This is an optimization exercise on Yosys and OpenROAD, whose aim is small area, a short achievable clock period and few clock cycles, not a production implementation.
Only simulation tests tie the RTL to the original design; equivalence was not proved.

==> flow/design.v <==
package bqjd_pkg;
  localparam int unsigned DurW     = 8;
  localparam int unsigned TimeW    = 16;
  localparam int unsigned CfgTimeW = 11;
  localparam int unsigned CfgCntW  = 5;
  localparam int unsigned WinOutW  = 5;
  localparam int unsigned CfgIdxW  = 2;
  localparam int unsigned CfgDataW = 11;
  typedef enum logic [CfgIdxW-1:0] {
    CFG_NUM_WINDOWS    = 2'd0,
    CFG_QUEUE_CAPACITY = 2'd1,
    CFG_OPEN_TIME      = 2'd2,
    CFG_CLOSE_TIME     = 2'd3
  } cfg_idx_e;
  localparam logic [CfgCntW-1:0]  RstNumWindows = 5'd2;
  localparam logic [CfgCntW-1:0]  RstCapacity   = 5'd2;
  localparam logic [CfgTimeW-1:0] RstOpenTime   = 11'(8 * 60);
  localparam logic [CfgTimeW-1:0] RstCloseTime  = 11'(17 * 60);
  localparam logic [TimeW-1:0] TimeMax = '1;
endpackage
import bqjd_pkg::*;
module bounded_queue_job_dispatcher #(
  parameter int unsigned MAX_WINDOWS  = 20,
  parameter int unsigned MAX_CAPACITY = 16
) (
  input  logic                clk_i,
  input  logic                rst_ni,
  input  logic                cfg_we_i,
  input  logic [bqjd_pkg::CfgIdxW-1:0]  cfg_idx_i,
  input  logic [bqjd_pkg::CfgDataW-1:0] cfg_data_i,
  input  logic                in_valid_i,
  output logic                in_stall_o,
  input  logic [bqjd_pkg::DurW-1:0]     job_duration_i,
  output logic                out_valid_o,
  input  logic                out_stall_i,
  output logic [bqjd_pkg::TimeW-1:0]    completion_time_o,
  output logic                refused_o,
  output logic [bqjd_pkg::WinOutW-1:0]  window_index_o
);
  localparam int unsigned Depth    = MAX_WINDOWS * MAX_CAPACITY;
  localparam int unsigned AddrW    = (Depth > 1) ? $clog2(Depth) : 1;
  localparam int unsigned WinW     = (MAX_WINDOWS > 1) ? $clog2(MAX_WINDOWS) : 1;
  localparam int unsigned WinCntW  = $clog2(MAX_WINDOWS + 1);
  localparam int unsigned PtrW     = (MAX_CAPACITY > 1) ? $clog2(MAX_CAPACITY) : 1;
  localparam int unsigned OccW     = $clog2(MAX_CAPACITY + 1);
  localparam int unsigned FcW      = $clog2(Depth + 1);
  localparam int unsigned DivCntW  = (FcW > 1) ? $clog2(FcW) : 1;
  typedef enum logic [2:0] {
    ST_IDLE, ST_LIMIT, ST_DIV, ST_SCAN, ST_SCAN_END, ST_LAST_RD, ST_UPDATE
  } state_e;
  function automatic logic [PtrW-1:0] ptr_inc(input logic [PtrW-1:0] p);
    ptr_inc = (p == PtrW'(MAX_CAPACITY - 1)) ? '0 : PtrW'(p + 1'b1);
  endfunction
  function automatic logic [PtrW-1:0] ptr_dec(input logic [PtrW-1:0] p);
    ptr_dec = (p == '0) ? PtrW'(MAX_CAPACITY - 1) : PtrW'(p - 1'b1);
  endfunction
  function automatic logic [AddrW-1:0] mem_addr(input logic [WinW-1:0] w,
                                                 input logic [PtrW-1:0] p);
    mem_addr = AddrW'(AddrW'(w) * AddrW'(MAX_CAPACITY) + AddrW'(p));
  endfunction
  logic [CfgCntW-1:0]  nwin_cfg_q, cap_cfg_q;
  logic [CfgTimeW-1:0] open_q, close_q;
  always_ff @(posedge clk_i or negedge rst_ni) begin
    if (!rst_ni) begin
      nwin_cfg_q <= RstNumWindows;
      cap_cfg_q  <= RstCapacity;
      open_q     <= RstOpenTime;
      close_q    <= RstCloseTime;
    end else if (cfg_we_i) begin
      case (cfg_idx_i)
        CFG_NUM_WINDOWS:    nwin_cfg_q <= cfg_data_i[CfgCntW-1:0];
        CFG_QUEUE_CAPACITY: cap_cfg_q  <= cfg_data_i[CfgCntW-1:0];
        CFG_OPEN_TIME:      open_q     <= cfg_data_i[CfgTimeW-1:0];
        CFG_CLOSE_TIME:     close_q    <= cfg_data_i[CfgTimeW-1:0];
        default: ;
      endcase
    end
  end
  logic [WinCntW-1:0] nw_eff;
  logic [OccW-1:0]    cap_eff;
  always_comb begin
    if (nwin_cfg_q == '0) begin
      nw_eff = WinCntW'(1);
    end else if (int'(nwin_cfg_q) > MAX_WINDOWS) begin
      nw_eff = WinCntW'(MAX_WINDOWS);
    end else begin
      nw_eff = WinCntW'(nwin_cfg_q);
    end
    if (cap_cfg_q == '0) begin
      cap_eff = OccW'(1);
    end else if (int'(cap_cfg_q) > MAX_CAPACITY) begin
      cap_eff = OccW'(MAX_CAPACITY);
    end else begin
      cap_eff = OccW'(cap_cfg_q);
    end
  end
  state_e               state_q;
  logic [DurW-1:0]      dur_q;
  logic [WinCntW-1:0]   nw_q;
  logic [OccW-1:0]      cap_q;
  logic [FcW-1:0]       limit_q, fill_q, div_sh_q;
  logic                 fill_ph_q;
  logic [WinCntW-1:0]   rem_q;
  logic [DivCntW-1:0]   div_cnt_q;
  logic [WinW-1:0]      idx_q, pend_idx_q, best_win_q, win_q;
  logic                 pend_q, pend_empty_q;
  logic [TimeW-1:0]     best_key_q;
  logic                 out_valid_q, refused_q;
  logic [TimeW-1:0]     out_time_q;
  logic [WinW-1:0]      out_win_q;
  logic [PtrW-1:0] head_q [MAX_WINDOWS];
  logic [PtrW-1:0] tail_q [MAX_WINDOWS];
  logic [OccW-1:0] occ_q  [MAX_WINDOWS];
  logic [TimeW-1:0] mem [Depth];
  logic [TimeW-1:0] rd_q;
  logic [AddrW-1:0] rd_addr, wr_addr;
  logic             wr_en;
  logic [FcW-1:0]     limit_now;
  logic [WinCntW:0]   rem_sh, rem_next;
  logic [TimeW-1:0]   key;
  logic               take;
  logic [WinW-1:0]    cand_win;
  logic               scan_last;
  logic               slot_free;
  logic [PtrW-1:0]    h_cur, t_cur, h1, h2;
  logic [OccW-1:0]    o_cur, o1, o2;
  logic               pop1, pop2;
  logic [FcW-1:0]     fill_post;
  logic [TimeW-1:0]   start;
  logic [TimeW:0]     sum;
  logic [TimeW-1:0]   done;
  always_comb begin
    limit_now = FcW'(nw_q) * FcW'(cap_q);
    rem_sh    = {rem_q, div_sh_q[FcW-1]};
    rem_next  = (rem_sh >= {1'b0, nw_q}) ? rem_sh - {1'b0, nw_q} : rem_sh;
    key       = pend_empty_q ? '0 : rd_q;
    take      = (pend_idx_q == '0) || (key < best_key_q);
    cand_win  = take ? pend_idx_q : best_win_q;
    scan_last = (WinCntW'(idx_q) == nw_q - WinCntW'(1));
    slot_free = !out_valid_q || !out_stall_i;
    h_cur = head_q[win_q];
    t_cur = tail_q[win_q];
    o_cur = occ_q[win_q];
    fill_post = fill_ph_q ? FcW'(fill_q + 1'b1) : fill_q;
    pop1 = (fill_post >= limit_q) && (o_cur >= cap_q);
    h1   = pop1 ? ptr_inc(h_cur) : h_cur;
    o1   = pop1 ? OccW'(o_cur - 1'b1) : o_cur;
    pop2 = (o1 >= OccW'(MAX_CAPACITY));
    h2   = pop2 ? ptr_inc(h1) : h1;
    o2   = pop2 ? OccW'(o1 - 1'b1) : o1;
    start = (o_cur != '0) ? rd_q : TimeW'(open_q);
    sum   = {1'b0, start} + (TimeW + 1)'(dur_q);
    done  = sum[TimeW] ? TimeMax : sum[TimeW-1:0];
    if (state_q == ST_SCAN) begin
      rd_addr = mem_addr(idx_q, head_q[idx_q]);
    end else begin
      rd_addr = mem_addr(win_q, ptr_dec(t_cur));
    end
    wr_addr = mem_addr(win_q, t_cur);
    wr_en   = (state_q == ST_UPDATE) && slot_free;
  end
  always_ff @(posedge clk_i) begin
    if (wr_en) begin
      mem[wr_addr] <= done;
    end
    rd_q <= mem[rd_addr];
  end
  always_ff @(posedge clk_i or negedge rst_ni) begin
    if (!rst_ni) begin
      for (int i = 0; i < MAX_WINDOWS; i++) begin
        head_q[i] <= '0;
        tail_q[i] <= '0;
        occ_q[i]  <= '0;
      end
    end else if (wr_en) begin
      head_q[win_q] <= h2;
      tail_q[win_q] <= ptr_inc(t_cur);
      occ_q[win_q]  <= OccW'(o2 + 1'b1);
    end
  end
  always_ff @(posedge clk_i or negedge rst_ni) begin
    if (!rst_ni) begin
      state_q      <= ST_IDLE;
      fill_q       <= '0;
      fill_ph_q    <= 1'b0;
      pend_q       <= 1'b0;
      out_valid_q  <= 1'b0;
      dur_q        <= '0;
      nw_q         <= '0;
      cap_q        <= '0;
      limit_q      <= '0;
      div_sh_q     <= '0;
      rem_q        <= '0;
      div_cnt_q    <= '0;
      idx_q        <= '0;
      pend_idx_q   <= '0;
      pend_empty_q <= 1'b0;
      best_win_q   <= '0;
      best_key_q   <= '0;
      win_q        <= '0;
      out_time_q   <= '0;
      refused_q    <= 1'b0;
      out_win_q    <= '0;
    end else begin
      if (out_valid_q && !out_stall_i && (state_q != ST_UPDATE)) begin
        out_valid_q <= 1'b0;
      end
      case (state_q)
        ST_IDLE: begin
          if (in_valid_i) begin
            dur_q   <= job_duration_i;
            nw_q    <= nw_eff;
            cap_q   <= cap_eff;
            state_q <= ST_LIMIT;
          end
        end
        ST_LIMIT: begin
          limit_q <= limit_now;
          if (fill_q < limit_now) begin
            fill_ph_q <= 1'b1;
            div_sh_q  <= fill_q;
            rem_q     <= '0;
            div_cnt_q <= '0;
            state_q   <= ST_DIV;
          end else begin
            fill_ph_q <= 1'b0;
            idx_q     <= '0;
            pend_q    <= 1'b0;
            state_q   <= ST_SCAN;
          end
        end
        ST_DIV: begin
          rem_q     <= WinCntW'(rem_next);
          div_sh_q  <= div_sh_q << 1;
          div_cnt_q <= DivCntW'(div_cnt_q + 1'b1);
          if (div_cnt_q == DivCntW'(FcW - 1)) begin
            win_q   <= WinW'(rem_next);
            state_q <= ST_LAST_RD;
          end
        end
        ST_SCAN: begin
          if (pend_q && take) begin
            best_key_q <= key;
            best_win_q <= pend_idx_q;
          end
          pend_q       <= 1'b1;
          pend_idx_q   <= idx_q;
          pend_empty_q <= (occ_q[idx_q] == '0);
          if (scan_last) begin
            state_q <= ST_SCAN_END;
          end else begin
            idx_q <= WinW'(idx_q + 1'b1);
          end
        end
        ST_SCAN_END: begin
          win_q   <= cand_win;
          state_q <= ST_LAST_RD;
        end
        ST_LAST_RD: begin
          state_q <= ST_UPDATE;
        end
        ST_UPDATE: begin
          if (slot_free) begin
            fill_q      <= fill_post;
            out_valid_q <= 1'b1;
            out_time_q  <= done;
            refused_q   <= (start >= TimeW'(close_q));
            out_win_q   <= win_q;
            state_q     <= ST_IDLE;
          end
        end
        default: state_q <= ST_IDLE;
      endcase
    end
  end
  assign in_stall_o        = (state_q != ST_IDLE);
  assign out_valid_o       = out_valid_q;
  assign completion_time_o = out_time_q;
  assign refused_o         = refused_q;
  assign window_index_o    = WinOutW'(out_win_q);
endmodule
==> flow/run.sh <==
#!/bin/bash
# synth_recipe.tcl (not shown) runs the flow's synth.tcl, then flattens the netlist and writes it again
# the make line also repeats each setting of config.mk as NAME=value (left out here)
make -C /OpenROAD-flow-scripts/flow DESIGN_CONFIG=/design/flow/config.mk WORK_HOME=/design/flow/orfs CLKGATE_MAP_FILE= SYNTH_SCRIPT=/design/flow/synth_recipe.tcl finish
==> flow/config.mk <==
export PLATFORM = sky130hd
export DESIGN_NAME = bounded_queue_job_dispatcher
export DESIGN_NICKNAME = bounded_queue_job_dispatcher
export VERILOG_FILES = /design/flow/design.v
export SDC_FILE = /design/flow/constraint.sdc
export NUM_CORES = 4
export LEC_CHECK = 0
export CAP_MARGIN = 20
export CORE_MARGIN = 2
export CORE_UTILIZATION = 30
export PLACE_DENSITY = 0.5
export SLEW_MARGIN = 20
export SYNTH_MEMORY_MAX_BITS = 8192
==> flow/constraint.sdc <==
create_clock -name core_clock -period 10.0 [get_ports {clk_i}]
set_input_delay 2.0000 -clock core_clock [delete_from_list [all_inputs] [get_ports {clk_i}]]
set_output_delay 2.0000 -clock core_clock [all_outputs]
set_load 0.01 [all_outputs]
==> run summary <==
==> cells in the final DEF, fill, tap and decap left out, types with 104 or more instances in the layout <==
master        n
buf_4       680
dfrtp_1     397
nor4_1      116
nand2_1    4171
a21oi_1     769
clkbuf_16   612
clkinv_1    125
o22ai_1     187
mux2_2      130
nor2_1      437
o21ai_0     331
clkbuf_1    162
nand3_1    1560
and3_1      153
mux2i_1     575
edfxtp_1   5120
a31oi_1     228
buf_12      104
==> Yosys cell counts (31+ instances only) <==
library cell	count	area share, %
nor3_1	106	0.24
dfrtp_1	397	4.4
nor4_1	122	0.34
a21oi_1	774	1.7
o21ai_0	344	0.77
mux4_2	57	0.57
xnor2_1	39	0.15
nor2_1	498	0.84
a211oi_1	32	0.11
a31oi_1	231	0.65
a2111oi_0	77	0.30
buf_4	50	0.17
buf_1	124	0.21
a32oi_1	81	0.32
or4_1	55	0.18
clkbuf_1	407	0.68
o31ai_1	44	0.15
o22ai_1	187	0.52
mux2_2	130	0.65
ha_1	98	0.55
inv_1	102	0.17
nand4_1	80	0.22
o221ai_1	31	0.12
mux2i_1	575	2.6
nand3_1	1568	3.5
nand2_1	4225	7.1
a22oi_1	84	0.28
nor2b_1	33	0.092
a221oi_1	43	0.17
buf_2	511	1.1
edfxtp_1	5120	69
and3_1	153	0.43
==> per-stage QoR <==
step	util (%)	setup slack (ps)	instances	TNS (ps)	instance area, um2
global route	34.7	828	27499	0	258000
floorplan	-	-299	16806	-198810	224000
detailed placement	32.2	1320	26419	0	240000
finish	34.7	1190	27519	0	259000
global placement	32.2	1050	26417	0	240000
CTS	34.7	1320	27498	0	258000
==> state kept, by name, indices dropped and copies added, names as in the netlist, 8 cells and up <==
signal	cells
tail_q	80
best_key_q	16
head_q	80
div_sh_q	9
rd_q	16
occ_q	100
close_q	11
fill_q	9
dur_q	8
open_q	11
mem	5120
out_time_q	16
limit_q	9
==> final cells by class <==
cell class / count / area (um2)
diodes: 21 / 52.6
well taps: 9889 / 12400
clock buffers: 797 / 16200
clock inverters: 282 / 2540
fillers: 72200 / 486000
multi-input cells: 10047 / 54900
repair buffers: 834 / 7700
flip-flops and latches: 5547 / 164000
inverters: 102 / 383
==> logic make-up (layout without fill, tap and decap cells) <==
family	Yosys count	in the layout	share of synthesized area [%]
other	0	21	0
flip-flops	5547	5547	73.5
adder cells (fa/ha/maj)	108	108	0.638
buffers and inverters	1212	2015	2.46
XOR/XNOR	55	55	0.215
AO/OA/AOI/OAI	2168	2168	6.08
AND/OR/NAND/NOR	6952	6952	13.3
multiplexers	764	764	3.81
==> path summary, 6_finish.rpt <==
check / from / endpoint
min: tail_q[18][1]$_DFFE_PN0P_ / tail_q[18][1]$_DFFE_PN0P_
max in group asynchronous: rst_ni / tail_q[18][3]$_DFFE_PN0P_
min in group asynchronous: rst_ni / occ_q[9][1]$_DFFE_PN0P_
max reg2reg: win_q[0]$_DFFE_PN0P_ / rd_q[15]$_DFF_P_
min reg2reg: tail_q[18][1]$_DFFE_PN0P_ / tail_q[18][1]$_DFFE_PN0P_
max: win_q[0]$_DFFE_PN0P_ / rd_q[15]$_DFF_P_
==> per-layer routing <==
layer	wire [um]	share of wire (%)	global-route usage (%)	up-vias
met5	83	0.011	0	-
met4	30300	3.9	6.88	12
met3	56300	7.3	3.17	1213
met2	356000	46	31.5	5878
met1	333000	43	27.8	75188
li1	-	-	-	62872
==> critical path, cell delays in order (launching register included) <==
cell       delay (ps)
dfrtp_1          1010
nor3b_1           890
and2_4            450
a2111oi_0         150
and4_1            250
a21oi_1           380
inv_1             250
ha_1              420
nand2b_1          210
o32a_2            920
buf_12            340
buf_12            340
mux2i_1           130
o22ai_1           180
nor4_1            140
nor4_1            890
o22a_1            580
nand4_1           680
nand4_1           310
==> results_dict.tcl <==
set metrics [dict create \
    synth.distinct_cells 97 \
    synth_flop_cell "edfxtp_1" \
    grt_max_degree 169 \
    fin_hold_ws_ps 488 \
    synth_area_um2 224000 \
    ys_seq_elements 5547 \
    maxSlewViolCount 0 \
    area_growth_pct 15.6 \
    clk_path_buf_depth 4 \
    grt_first_pass_wirelength_mm 1090 \
    rr_worst_depth 18 \
    cap_viol_max_count 0 \
    min_path_cells 2 \
    hold_path.class "reg -> reg" \
    h-tree-depth 6 \
    cp-start-kind "flop" \
    port_buffers 49 \
    cp.required_ps 11020 \
    clk_pin_slew_ps 60 \
    syn_avg_cell_area_um2 13.3 \
    antenna_found_initial 42 \
    worstPathMaxFanout 58 \
    grtUsageTotal_pct 19.9 \
    drc_errors 0 \
    dieWidth_um 868 \
    gr-total-overflow 0 \
    crit_type "reg -> reg" \
    cts_tree "built" \
    cts_resized 0 \
    wl_per_cell_um 28.2 \
    drive_above_1_share_pct 11.4 \
    num_vias 145163 \
    cp-end-kind "flop" \
    synth-edff-count 5120 \
    rsz0062_at_grt "false" \
    tightest_slew_ps 1220 \
    grt_pass1_vias 138039 \
    setup-violations-final 0 \
    synth_nets 16940 \
    core-area_um2 744000 \
    post-route-period-util_pct 88.1 \
    outcome "timing/DRC/antenna clean" \
    fp-row-count 317 \
    synthCells 16806 \
    initial_utilization_pct 30.1 \
    hold_viol 0 \
    ios 50 \
    gp_congestion 0.908 \
    viasPerCell 5.28 \
    hold_buffers 0 \
    maxSlewHeadroom_pct 18.5 \
    dieArea_um2 753000 \
    r2r_setup_slack_ps 1190 \
    skew_ps 92.6 \
    crit_arrival_ps 9840 \
    cts_num_sinks 5547 \
    yosysWarnings 4 \
    ant_nets 0 \
    finalCriticalPeriod_ps 8810 \
    firstDrtPassIters 9 \
    dp_hpwl_mm 463 \
    clock.fmax_mhz 113 \
    nets 17267 \
    wl_mm 775 \
    drt_iter0_drc 16832 \
    clk-insertion-delay-late_ps 1140 \
    async_flop_share_pct 7.41 \
    ys_seq_area_share_pct 73.5 \
    clockRootBuffer "clkbuf_16" \
    die_h_um 868 \
    post-cts-setup-buffers 0 \
    cts_buffers 601 \
]
Testbench counts, summed over its fixed seeds: cycles 69,248.

static timing again, ports no longer ideal:
Ports are ideal in the flow. The routed layout listed here was re-timed in OpenROAD. Step 1: set_driving_cell puts a clkbuf_16 on clk_i and a buf_2 on each other input, an assumption about the parent block. Step 2 times the ports against the registers' clock, not the clock port: input delays grow and output delays shrink by t, the midpoint of the rising clock arrivals with the driver on. Slacks: ideal / step 1 / step 2; pairs: ideal / step 1.
t (ns): 1.227
setup slack, ns: 1.187 / 1.187 / 1.187
hold slack, ns: 0.488 / 0.488 / 0.488
clock arrival spread, ns: 0.096 / 0.095
worst register clock-pin slew, ns: 0.07 / 0.07
After both steps this run still meets setup and hold. The setup slack of this run moves by 0.000 ns with the drivers and by 0.000 ns with both steps.
